Source: an optimization exercise on an open RTL-to-GDS flow (aim: small area). Production flows keep margins and buffers that such runs may drop.
Only simulation tests tie the RTL to the original design; equivalence was not proved.

==> flow/design.v (outline; a module is shown in full before it is edited, if it fits) <==
// module conv3x3_stream: 7309 lines
// module conv3x3_fa: 10 lines
// module conv3x3_xnor2: 7 lines
// module conv3x3_or2: 7 lines
// module conv3x3_aoi222: 11 lines
// module conv3x3_dec: 11 lines
// module conv3x3_dect: 14 lines
// module conv3x3_mux2i: 8 lines
// module conv3x3_a21boi: 8 lines
// module conv3x3_add35n: 161 lines
module conv3x3_stream #(
    parameter  int N  = 16,
    parameter  int W  = 28,
    parameter  int H  = 28,
    localparam int OW = 2*N + 4
) (
    input  logic          iCLK,
    input  logic          iRST,
    input  logic          iValid,
    input  logic [N-1:0]  iData,
    input  logic [N-1:0]  iLine1,
    input  logic [N-1:0]  iLine2,
    input  logic          iWeightWe,
    input  logic [3:0]    iWeightAddr,
    input  logic [N-1:0]  iWeightData,
    output logic          oValid,
    output logic [OW-1:0] oData,
    output logic          oFrameDone,
    output logic          oErr
);
  // ...
==> flow/run.sh <==
#!/bin/bash
# synth_recipe.tcl (not shown) runs the flow's synth.tcl, then flattens the netlist and writes it again
# the make line also repeats each setting of config.mk as NAME=value (left out here)
make -C /OpenROAD-flow-scripts/flow DESIGN_CONFIG=/design/flow/config.mk WORK_HOME=/design/flow/orfs CLKGATE_MAP_FILE= SYNTH_SCRIPT=/design/flow/synth_recipe.tcl finish
==> flow/config.mk <==
export PLATFORM = sky130hd
export DESIGN_NAME = conv3x3_stream
export DESIGN_NICKNAME = conv3x3_stream
export VERILOG_FILES = /design/flow/design.v
export SDC_FILE = /design/flow/constraint.sdc
export NUM_CORES = 4
export LEC_CHECK = 0
export CAP_MARGIN = 10
export CELL_PAD_IN_SITES_DETAIL_PLACEMENT = 1
export CELL_PAD_IN_SITES_GLOBAL_PLACEMENT = 1
export CORE_MARGIN = 2
export CORE_UTILIZATION = 40
export GPL_TIMING_DRIVEN = 0
export SLEW_MARGIN = 10
export SYNTH_HIERARCHICAL = 1
==> flow/constraint.sdc <==
create_clock -name core_clock -period 7.0 [get_ports {iCLK}]
set_input_delay 1.4000 -clock core_clock [delete_from_list [all_inputs] [get_ports {iCLK}]]
set_output_delay 1.4000 -clock core_clock [all_outputs]
set_load 0.01 [all_outputs]
==> flow_summary.html, run 1 <==
<table>
<tr><th>Metric</th><th>Value</th></tr>
<tr><th colspan="2">Route</th></tr>
<tr><td>Average wire per standard cell</td><td>43.3 um</td></tr>
<tr><td>Uppermost routed layer</td><td>met5</td></tr>
<tr><td>Routed wire length</td><td>272 mm</td></tr>
<tr><td>DR WL met3</td><td>33.3 mm</td></tr>
<tr><td>Avg Vias per Cell</td><td>7.58</td></tr>
<tr><td>Number of routed nets with antenna violations</td><td>0</td></tr>
<tr><td>Total routed wire length on the met1 layer</td><td>93.2 mm</td></tr>
<tr><th colspan="2">Worst setup path</th></tr>
<tr><td>Cell with the most instances on the worst path</td><td>sky130_fd_sc_hd__fa_1</td></tr>
<tr><td>Cell type group with the largest total delay on the critical path</td><td>adder cells</td></tr>
<tr><td>Bufs and invs on worst path</td><td>1</td></tr>
<tr><td>Terminus of the critical flop-to-flop path</td><td>yc[19]$_DFF_P_</td></tr>
<tr><td>Highest net fanout along the worst path</td><td>17</td></tr>
<tr><td>Required time reported for the critical path endpoint</td><td>7.54 ns</td></tr>
<tr><th colspan="2">Floorplan</th></tr>
<tr><td>Placement Rows</td><td>136</td></tr>
<tr><td>Core area</td><td>137000 um^2</td></tr>
<tr><td>DIE AREA</td><td>141000 um^2</td></tr>
<tr><td># IOs</td><td>111</td></tr>
<tr><th colspan="2">STA</th></tr>
<tr><td>Setup TNS Final</td><td>-0.0249 ns</td></tr>
<tr><td>Final cycle utilization of the critical path</td><td>100%</td></tr>
<tr><td>Setup violation total in the final timing report</td><td>1</td></tr>
<tr><td>Worst path setup slack after routing</td><td>-0.0249 ns</td></tr>
<tr><td>Minimum clock period</td><td>7.02 ns</td></tr>
<tr><th colspan="2">Yosys</th></tr>
<tr><td>Number of synthesis warnings</td><td>8</td></tr>
<tr><td>Most frequent cell after synthesis</td><td>sky130_fd_sc_hd__fa_1</td></tr>
<tr><td>Mapped Cells</td><td>4180</td></tr>
<tr><td>Number of enable flip-flop cells after synthesis</td><td>144</td></tr>
<tr><th colspan="2">Min path</th></tr>
<tr><td>Cells on Worst Hold Path</td><td>1</td></tr>
<tr><th colspan="2">Run status</th></tr>
<tr><td>Result of the run</td><td>failed layout checks</td></tr>
<tr><td>Violated layout checks</td><td>negative setup slack</td></tr>
<tr><th colspan="2">Layout</th></tr>
<tr><td>Top library cells by usage in the layout, fill and taps aside</td><td>sky130_fd_sc_hd__fa_1, sky130_fd_sc_hd__a222oi_1, sky130_fd_sc_hd__inv_1</td></tr>
<tr><td>Syn-to-layout area delta</td><td>11.7%</td></tr>
<tr><td>Layout fillers</td><td>14100</td></tr>
<tr><th colspan="2">Placement</th></tr>
<tr><td>Pre-CTS setup slack</td><td>0.312 ns</td></tr>
<tr><th colspan="2">Clock tree</th></tr>
<tr><td>Later-pin clock latency in the skew report</td><td>0.71 ns</td></tr>
<tr><td>H-tree depth</td><td>2</td></tr>
<tr><td>Count of hold buffers inserted by post-cts repair</td><td>0</td></tr>
<tr><th colspan="2">Global route</th></tr>
<tr><td>GR Util All Layers</td><td>38.1%</td></tr>
<tr><td>Wire length of the first global-routing pass</td><td>384 mm</td></tr>
<tr><th colspan="2">Job</th></tr>
<tr><td>Max cap viols</td><td>0</td></tr>
</table>
==> run 2: changes to the inputs <==
==> flow/config.mk (replaced) <==
export PLATFORM = sky130hd
export DESIGN_NAME = conv3x3_stream
export DESIGN_NICKNAME = conv3x3_stream
export VERILOG_FILES = /design/flow/design.v
export SDC_FILE = /design/flow/constraint.sdc
export NUM_CORES = 4
export LEC_CHECK = 0
export CAP_MARGIN = 10
export CELL_PAD_IN_SITES_DETAIL_PLACEMENT = 3
export CELL_PAD_IN_SITES_GLOBAL_PLACEMENT = 3
export CORE_MARGIN = 2
export CORE_UTILIZATION = 30
export GPL_TIMING_DRIVEN = 0
export PLACE_DENSITY = 0.35
export SLEW_MARGIN = 10
export SYNTH_HIERARCHICAL = 1
==> run 2 against run 1 <==
  * Now clean on timing, DRC and antenna
  * Global-route usage fell by 4.0 points
  * First-iteration DRC count fell by 13%
  * Critical path depth did not move
  * Final area rose by 2.5%
  * Synthesized cell count did not move
  * Critical path type unchanged
  * Setup slack improved by 0.22 ns
  * Non-clock buffer count rose by 25
==> flow_summary.html, run 2 <==
<table>
<tr><th>Metric</th><th>Value</th></tr>
<tr><th colspan="2">Run status</th></tr>
<tr><td>Result of the run</td><td>complete, no violations</td></tr>
<tr><th colspan="2">Placement</th></tr>
<tr><td>Buffers added on ports</td><td>110</td></tr>
<tr><td>Placed Instances</td><td>6854</td></tr>
<tr><td>Cell Area, Placed</td><td>61100 um^2</td></tr>
<tr><td>Pre-CTS setup slack</td><td>-0.0934 ns (-0.405 ns)</td></tr>
<tr><td>Routability cong.</td><td>0.898</td></tr>
<tr><td>Post-detail-place hpwl</td><td>257 mm</td></tr>
<tr><th colspan="2">Floorplan</th></tr>
<tr><td>Chip height</td><td>433 um</td></tr>
<tr><td>Effective utilization at floorplan</td><td>30.2%</td></tr>
<tr><td># IOs</td><td>111 (unchanged)</td></tr>
<tr><td>Core area</td><td>183000 um^2 (+33%)</td></tr>
<tr><td>DIE AREA</td><td>188000 um^2 (+33%)</td></tr>
<tr><td>Placement Rows</td><td>157 (+15%)</td></tr>
<tr><td>Die Width</td><td>433 um</td></tr>
<tr><th colspan="2">STA</th></tr>
<tr><td>Final Hold Viols</td><td>0</td></tr>
<tr><td>Actual transition at the worst max-transition pin</td><td>1.23 ns</td></tr>
<tr><td>Worst path setup slack after routing</td><td>0.194 ns (+0.219 ns)</td></tr>
<tr><td>Setup violation total in the final timing report</td><td>0 (-1)</td></tr>
<tr><td>Setup repair after global routing missed its margin</td><td>no</td></tr>
<tr><td>Minimum clock period</td><td>6.81 ns (-0.219 ns)</td></tr>
<tr><td>Fin. max-slew vios</td><td>0</td></tr>
<tr><td>Relative slew margins</td><td>18.2%</td></tr>
<tr><td>Maximum operating frequency</td><td>147 MHz</td></tr>
<tr><td>Clock skew after layout</td><td>0.0524 ns</td></tr>
<tr><td>Final cycle utilization of the critical path</td><td>97.2% (-3.1 points)</td></tr>
<tr><th colspan="2">Yosys</th></tr>
<tr><td>Post-synthesis simple-gate area fraction</td><td>4.73%</td></tr>
<tr><td>List of most frequent post-synthesis cells</td><td>sky130_fd_sc_hd__fa_1, sky130_fd_sc_hd__a222oi_1, sky130_fd_sc_hd__inv_1</td></tr>
<tr><td>Share of synthesized area spent on multiplexers</td><td>1.32%</td></tr>
<tr><td>Number of enable flip-flop cells after synthesis</td><td>144 (unchanged)</td></tr>
<tr><td>Most frequently used flop master after synthesis</td><td>sky130_fd_sc_hd__dfxtp_1</td></tr>
<tr><td>Count of distinct cell types in the synthesized netlist</td><td>55</td></tr>
<tr><td>Post-synthesis sequential area ratio</td><td>18.1%</td></tr>
<tr><td>Largest cells by area after synthesis</td><td>sky130_fd_sc_hd__fa_1, sky130_fd_sc_hd__a222oi_1, sky130_fd_sc_hd__dfxtp_1</td></tr>
<tr><td>Synthesized-area fraction occupied by ao, oa, aoi and oai cells</td><td>23.6%</td></tr>
<tr><td>Parity-gate share of the synthesized area counting xor and xnor cells</td><td>1.39%</td></tr>
<tr><td>Proportion of synthesized flip-flops having asynchronous set or reset</td><td>0%</td></tr>
<tr><td>Most frequent cell after synthesis</td><td>sky130_fd_sc_hd__fa_1</td></tr>
<tr><td>Dominant combinational cell family by area after synthesis</td><td>adder cells</td></tr>
<tr><td>Synth top area share</td><td>45.6%</td></tr>
<tr><td>Number of synthesis warnings</td><td>8 (unchanged)</td></tr>
<tr><td>Post-Synth Adder-Cell Area</td><td>47.4%</td></tr>
<tr><td>Synthesized cell area</td><td>55300 um^2</td></tr>
<tr><td>Post-synthesis area per instance</td><td>13.2 um^2</td></tr>
<tr><td>Cell accounting for the most synthesized area</td><td>sky130_fd_sc_hd__fa_1</td></tr>
<tr><td>Mapped Cells</td><td>4180 (unchanged)</td></tr>
<tr><td>Flops &amp; latches, synth</td><td>428</td></tr>
<tr><th colspan="2">Global route</th></tr>
<tr><td>Largest net degree at the start of global routing</td><td>27</td></tr>
<tr><td>Final global-route overflow total</td><td>0</td></tr>
<tr><td>Antenna violations before repair</td><td>24</td></tr>
<tr><td>Via count of the first global-routing pass</td><td>52700</td></tr>
<tr><td>GR Util All Layers</td><td>34.1% (-4.0 points)</td></tr>
<tr><td>Wire length of the first global-routing pass</td><td>447 mm (+16%)</td></tr>
<tr><th colspan="2">Layout</th></tr>
<tr><td>Share of cells above drive strength 1</td><td>9.40%</td></tr>
<tr><td>Syn-to-layout area delta</td><td>14.6%</td></tr>
<tr><td>Most flops, register</td><td>wgt</td></tr>
<tr><td>Most common library cell in the layout ignoring fill and taps</td><td>sky130_fd_sc_hd__fa_1</td></tr>
<tr><td>Post-layout instance count excluding filler cells</td><td>6974</td></tr>
<tr><td>Flip-flop count of the largest register after layout</td><td>144</td></tr>
<tr><td>Nets</td><td>5861</td></tr>
<tr><td>Area of all placed cells without fillers</td><td>63300 um^2</td></tr>
<tr><td>Final Core Density</td><td>34.6%</td></tr>
<tr><td>Top library cells by usage in the layout, fill and taps aside</td><td>sky130_fd_sc_hd__fa_1, sky130_fd_sc_hd__a222oi_1, sky130_fd_sc_hd__inv_1</td></tr>
<tr><th colspan="2">Route</th></tr>
<tr><td>First-iteration detailed-routing DRC count</td><td>12400</td></tr>
<tr><td>Number of routed nets with antenna violations</td><td>0 (unchanged)</td></tr>
<tr><td>Routed wire length</td><td>322 mm (+19%)</td></tr>
<tr><td>Total number of vias</td><td>47700</td></tr>
<tr><td>Post-detailed-route DRC marker count</td><td>0</td></tr>
<tr><td>Average wire per standard cell</td><td>46.2 um (+6.7%)</td></tr>
<tr><td>First-pass detailed-route iteration total</td><td>15</td></tr>
<tr><td>Avg Vias per Cell</td><td>6.83 (-9.8%)</td></tr>
<tr><th colspan="2">Worst setup path</th></tr>
<tr><td>Arrival @ worst endpoint</td><td>7.41 ns</td></tr>
<tr><td>Highest net fanout along the worst path</td><td>18 (+1)</td></tr>
<tr><td>Required time reported for the critical path endpoint</td><td>7.60 ns (+0.06 ns)</td></tr>
<tr><td>Setup CP Type</td><td>flop to flop</td></tr>
<tr><td>Flop2flop setup slack</td><td>0.19 ns</td></tr>
<tr><td>Nature of the critical path endpoint</td><td>flop</td></tr>
<tr><td>Category of the worst setup path launch point</td><td>flop</td></tr>
<tr><th colspan="2">Clock tree</th></tr>
<tr><td>Clock Pin Slew Worst Setup and Hold Paths</td><td>0.06 ns</td></tr>
<tr><td>Count of hold buffers inserted by post-cts repair</td><td>0 (unchanged)</td></tr>
<tr><td>Setup Fix Bufs, Post-CTS</td><td>0</td></tr>
<tr><td>Number of buffers inserted during clock tree synthesis</td><td>59</td></tr>
<tr><td>H-tree depth</td><td>2 (unchanged)</td></tr>
<tr><td>Root cell of the clock tree</td><td>sky130_fd_sc_hd__clkbuf_16</td></tr>
<tr><td>Buffer levels on the longest clock path</td><td>3</td></tr>
<tr><td>TritonCTS clock tree</td><td>yes</td></tr>
<tr><td>Clk sinks</td><td>428</td></tr>
<tr><td>Later-pin clock latency in the skew report</td><td>0.77 ns (+0.06 ns)</td></tr>
<tr><td>Count of instances resized after the clock tree is built</td><td>1</td></tr>
<tr><th colspan="2">Min path</th></tr>
<tr><td>Hold Path Class</td><td>flop to flop</td></tr>
<tr><th colspan="2">Job</th></tr>
<tr><td>Max cap viols</td><td>0 (unchanged)</td></tr>
</table>
## run 2: cell types whose count changed in the layout (fill, tap and decap cells not counted), moves of 4 or more
cell,before,now
sky130_fd_sc_hd__nor2b_1,18,14
sky130_fd_sc_hd__nor2b_4,7,12
sky130_fd_sc_hd__buf_8,37,56
sky130_fd_sc_hd__buf_6,2,6
sky130_fd_sc_hd__bufinv_16,4,12
## run 2: modules after synthesis, one instance, submodules excluded
| module | cells | copies in the design | flip-flops and latches |
|---|---|---|---|
| conv3x3_or2 | 1 | 44 | 0 |
| conv3x3_mux2i | 1 | 72 | 0 |
| conv3x3_add35n | 215 | 1 | 0 |
| conv3x3_fa | 1 | 1242 | 0 |
| conv3x3_dect | 4 | 9 | 0 |
| conv3x3_dec | 3 | 63 | 0 |
| conv3x3_stream | 898 | 1 | 428 |
| conv3x3_aoi222 | 1 | 1152 | 0 |
| conv3x3_a21boi | 2 | 144 | 0 |
| conv3x3_xnor2 | 1 | 44 | 0 |
## run 2: through the flow
step	hold slack (ns)	TNS, ns
4_1_cts	0.444	0
5_1_grt	0.452	0
3_3_place_gp	0.418	-6.83
2_1_floorplan	0.406	0
6_report	0.440	0
3_5_place_dp	0.430	-0.0934
## run 2: cell families after synthesis
| logic type | after synthesis |
|---|---|
| multiplexers | 73 |
| adder cells (fa/ha/maj) | 1338 |
| buffers and inverters | 501 |
| other | 2 |
| AND/OR/NAND/NOR | 392 |
| XOR/XNOR | 88 |
| flip-flops | 428 |
| AO/OA/AOI/OAI | 1358 |
## run 2: worst paths after layout
kind,endpoint,startpoint,depth (start not counted)
setup / recovery,yc[19]$_DFF_P_,x0[14]$_DFF_P_,10
setup reg to reg,yc[19]$_DFF_P_,x0[14]$_DFF_P_,10
hold / removal,last2$_SDFF_PP0_,last1$_SDFF_PP0_,1
hold reg to reg,last2$_SDFF_PP0_,last1$_SDFF_PP0_,1
## run 2: area by class of cell
cell class / count / area (um^2)
inverters: 497 / 1870
plain buffers: 4 / 18.8
multi-input cells: 3275 / 43800
well taps: 2464 / 3080
clock inverters: 35 / 576
repair buffers: 186 / 2290
fillers: 20100 / 120000
clock buffers: 77 / 1620
diodes: 8 / 20.0
flip-flops and latches: 428 / 10000
## run 2: critical path: stages, from the launching register on
cell and delay, ns:
sky130_fd_sc_hd__dfxtp_1 1.03, sky130_fd_sc_hd__and2_1 0.84, sky130_fd_sc_hd__inv_1 0.29, sky130_fd_sc_hd__fa_1 1.09, sky130_fd_sc_hd__fa_1 0.61, sky130_fd_sc_hd__fa_1 0.47
sky130_fd_sc_hd__fa_1 0.45, sky130_fd_sc_hd__fa_1 0.50, sky130_fd_sc_hd__fa_1 0.46, sky130_fd_sc_hd__fa_1 0.44, sky130_fd_sc_hd__xnor2_1 0.43
## run 2: routing by layer
| metal | vias up | global-route usage (%) | wire [um] | part of all wire, % |
|---|---|---|---|---|
| li1 | 17800 | - | - | - |
| met1 | 26400 | 43.5 | 123000 | 38 |
| met2 | 2977 | 56.6 | 155000 | 48 |
| met3 | 502 | 6.19 | 27600 | 8.6 |
| met4 | 8 | 14.5 | 16200 | 5.0 |
| met5 | - | 0 | 58 | 0.018 |

-- what the ideal ports hide --
No port has a modelled driver above. Below, the same layouts with a new extraction and two added sets of constraints. Step 1 sets driving cells, clkbuf_16 on the clock port and buf_2 on the other inputs (assumed; they add their load-dependent delay and slew). Step 2, shift: input delay + t, output delay - t, t = (earliest + latest rising clock arrival at the registers) / 2. This alone moves slack from input paths to output paths. a / b / c = ideal / step 1 / step 2; a / b = the first two.
run	shift t [ns]	setup WS [ns]	worst setup path after step 2	slew at the worst register clock pin (ns)	worst data-port slew with drivers (ns)
run 1	0.768	-0.025 / -0.025 / -0.025	register to register	0.08 / 0.08	0.07
run 2	0.832	0.194 / 0.194 / 0.194	register to register	0.07 / 0.07	0.12
